What follows belongs to an exercise in optimizing a design on an open flow for small area; a production flow would make more cautious choices. In this exercise RTL edits were held to simulation tests only and were not proved equivalent to the original. Power and IR drop assume default switching activity.

// apb_slave_mem
module apb_slave_mem #(
  parameter int ADDR_WIDTH  = 16,
  parameter int DATA_WIDTH  = 32,
  parameter int MEM_DEPTH   = 64,
  parameter int RO_BASE     = 48,
  parameter int WAIT_STATES = 2
) (
  input  logic                  pclk,
  input  logic                  preset_n,
  input  logic                  psel,
  input  logic                  penable,
  input  logic                  pwrite,
  input  logic [ADDR_WIDTH-1:0] paddr,
  input  logic [DATA_WIDTH-1:0] pwdata,
  output logic [DATA_WIDTH-1:0] prdata,
  output logic                  pready,
  output logic                  pslverr
);
Size: roughly 2600 cells after synthesis, about 1600 flip-flops, ~87 I/O pins.
==> flow/config.mk <==
export PLATFORM = sky130hd
export DESIGN_NAME = apb_slave_mem
export DESIGN_NICKNAME = apb_slave_mem
export VERILOG_FILES = /design/flow/design.v
export SDC_FILE = /design/flow/constraint.sdc
export NUM_CORES = 4
export LEC_CHECK = 0
export CAP_MARGIN = 0
export CORE_MARGIN = 2
export CORE_UTILIZATION = 40
export SLEW_MARGIN = 0
==> flow/constraint.sdc <==
create_clock -name core_clock -period 5.0 [get_ports {pclk}]
set_input_delay 1.0000 -clock core_clock [delete_from_list [all_inputs] [get_ports {pclk}]]
set_output_delay 1.0000 -clock core_clock [all_outputs]
set_load 0.01 [all_outputs]
standard.sh (not shown) runs the stock make flow with config.mk's settings and CLKGATE_MAP_FILE= SYNTH_SCRIPT=/design/flow/synth_recipe.tcl, a recipe that flattens the netlist after the stock synthesis.
==> flow/flow/run.sh <==
#!/bin/bash
# Own layout flow: the standard ORFS flow (standard.sh), with
#  - synthesis: synth_recipe.tcl unchanged except that the final abc mapping
#    uses an area-oriented script instead of abc_speed.script; registers,
#    flattening and renaming are as in the standard synthesis. Each script
#    in flow/abc_scripts.txt is tried and the one giving the smallest
#    synthesized area is kept;
#  - CTS without dummy loads, and the CTS, port buffer and repair settings
#    in flow/knobs.sh.
# Each tool's full output stays in orfs/logs/ (the synthesis trials' logs in
# trials/); make's output goes to make.log and trials/N/make.log.
set -euo pipefail
W=$(pwd)
mkdir -p "$W/areasynth" "$W/trials"
# synth.tcl with its abc call replaced by flow/abc_call.tcl
awk -v f="$W/flow/abc_call.tcl" '
  /^  log_cmd abc \{\*\}\$abc_args$/ { while ((getline l < f) > 0) print l; next }
  { print }' "$FLOW_HOME/scripts/synth.tcl" > "$W/areasynth/synth_core.tcl"
grep -q AREA_ABC_SCRIPT "$W/areasynth/synth_core.tcl"
sed "s|^source \$::env(SCRIPTS_DIR)/synth.tcl\$|source $W/areasynth/synth_core.tcl|" \
  "$W/synth_recipe.tcl" > "$W/areasynth/synth.tcl"
grep -q "areasynth/synth_core.tcl" "$W/areasynth/synth.tcl"

CTS="-sink_clustering_enable -repair_clock_nets -dont_use_dummy_load"
source "$W/flow/knobs.sh"
REPORTS="$W/orfs/reports/$FLOW_PLATFORM/apb_slave_mem/base"

run_std() {
  bash "$W/standard.sh" \
    SYNTH_SCRIPT="$W/areasynth/synth.tcl" \
    CTS_ARGS="$CTS $CTS_EXTRA" \
    "${EXTRA_VARS[@]}" \
    "$@"
}

# Synthesis trials: one per abc script.
best=""
best_area=""
n=0
while IFS= read -r script; do
  [[ -z "$script" ]] && continue
  n=$((n + 1))
  mkdir -p "$W/trials/$n"
  printf '%s\n' "$script" > "$W/trials/$n/area.abc"
  rm -rf "$W/orfs"
  export AREA_ABC_SCRIPT="$W/trials/$n/area.abc"
  if run_std synth > "$W/trials/$n/make.log" 2>&1; then
    area=$(awk '/Chip area for module/ {a=$NF} END {print a}' "$REPORTS/synth_stat.txt")
    cp "$REPORTS/synth_stat.txt" "$W/trials/$n/"
    echo "trial $n: area $area: $script" >> "$W/trials/summary.txt"
    if [[ -n "$area" ]] && { [[ -z "$best_area" ]] || awk -v a="$area" -v b="$best_area" 'BEGIN {exit !(a < b)}'; }; then
      best=$n
      best_area=$area
    fi
  else
    echo "trial $n: failed: $script" >> "$W/trials/summary.txt"
  fi
done < "$W/flow/abc_scripts.txt"
[[ -n "$best" ]]
echo "kept trial $best ($best_area)" >> "$W/trials/summary.txt"

# The layout, with the kept script.
rm -rf "$W/orfs"
export AREA_ABC_SCRIPT="$W/trials/$best/area.abc"
run_std finish > "$W/make.log" 2>&1
==> flow/flow/abc_scripts.txt <==
strash; dch; amap; topo
strash; dc2; dch; amap; topo
strash; dch -f; amap; topo
strash; balance; rewrite; refactor; balance; rewrite -z; refactor -z; dch; amap; topo
strash; dch; amap -F 2 -A 4; topo
strash; dc2; dch -f; amap; topo
==> flow/flow/knobs.sh <==
CTS_EXTRA="-sink_clustering_size 10 -sink_clustering_max_diameter 40 -buf_list sky130_fd_sc_hd__clkbuf_4"
EXTRA_VARS=(BUFFER_PORTS_ARGS="-buffer_cell sky130_fd_sc_hd__buf_1" REMOVE_ABC_BUFFERS=1)
Other scripts of this flow, unchanged in this note and not shown: flow/flow/abc_call.tcl
The starting point completed with no timing, DRC or antenna violations.
Next try:
--- a/flow/flow/abc_scripts.txt
+++ b/flow/flow/abc_scripts.txt
@@ -5,2 +5,6 @@
 strash; dch; amap -F 2 -A 4; topo
 strash; dc2; dch -f; amap; topo
+strash; dc2; dch -f; amap -F 3 -A 3; topo
+strash; dc2; dch -f; amap -F 4 -A 6; topo
+strash; dc2; dch -f; amap -F 2 -A 8; topo
+strash; dc2; dch -f; amap; topo; strash; dc2; dch -f; amap; topo
==> flow/flow/knobs.sh (replaced) <==
CTS_EXTRA="-sink_clustering_size 20 -sink_clustering_max_diameter 60 -buf_list sky130_fd_sc_hd__clkbuf_8"
EXTRA_VARS=(BUFFER_PORTS_ARGS="-buffer_cell sky130_fd_sc_hd__buf_1" REMOVE_ABC_BUFFERS=1)
After rerunning: Total power shrinks by about 0.7%; count of clock-buffer cells in the layout shrinks by 92; synthesized cell count shrinks by about 2%; hold slack improved by 150 ps; clock power shrinks by about 3%; sequential share of layout area grows by 0.34 points.
Next try:
==> flow/flow/abc_scripts.txt (replaced) <==
strash; dch; amap; topo
strash; dc2; dch; amap; topo
strash; dch -f; amap; topo
strash; balance; rewrite; refactor; balance; rewrite -z; refactor -z; dch; amap; topo
strash; dch; amap -F 2 -A 4; topo
strash; dc2; dch -f; amap; topo
The new run finished with timing, DRC and antenna clean.
Register-to-register slack improved by 100 ps.
Core utilization hardly moves.
Total power barely changes.
Area after synthesis stays flat.
Synthesized cell count increases by 2.2%.
Cell count goes up by 1.0%.
Wire length went up by 0.67%.
Hold slack got worse by 18 ps.
Die area is about the same.

-- port drivers added, routing unchanged --
In the flow no input, the clock included, has a driving cell. The finished layouts below were timed again as built, in two steps.
Step 1 assumes that a clkbuf_16 drives the clock port and a buf_2 every other input.
Step 2 adds t to the input delays and takes it off the output delays; t is the mean of the earliest and latest rising clock arrival at the registers after step 1. Input paths then give back, and output paths get back, about the clock's delay inside the block.
a / b / c = no drivers / after step 1 / after step 2; a / b = the first two.
run	t (ns)	setup slack, ns	hold WS [ns]	clock arrival spread, ns	worst slew at a driven data input, ns
the first run	1.094	0.193 / 0.106 / 0.106	0.144 / 0.109 / 0.287	0.099 / 0.100	0.09
the second run	0.770	0.300 / 0.208 / 0.208	0.294 / 0.294 / 0.294	0.060 / 0.060	0.09
the third run	0.780	0.211 / 0.119 / 0.119	0.275 / 0.275 / 0.275	0.107 / 0.106	0.09
After both steps every run listed still meets setup and hold.
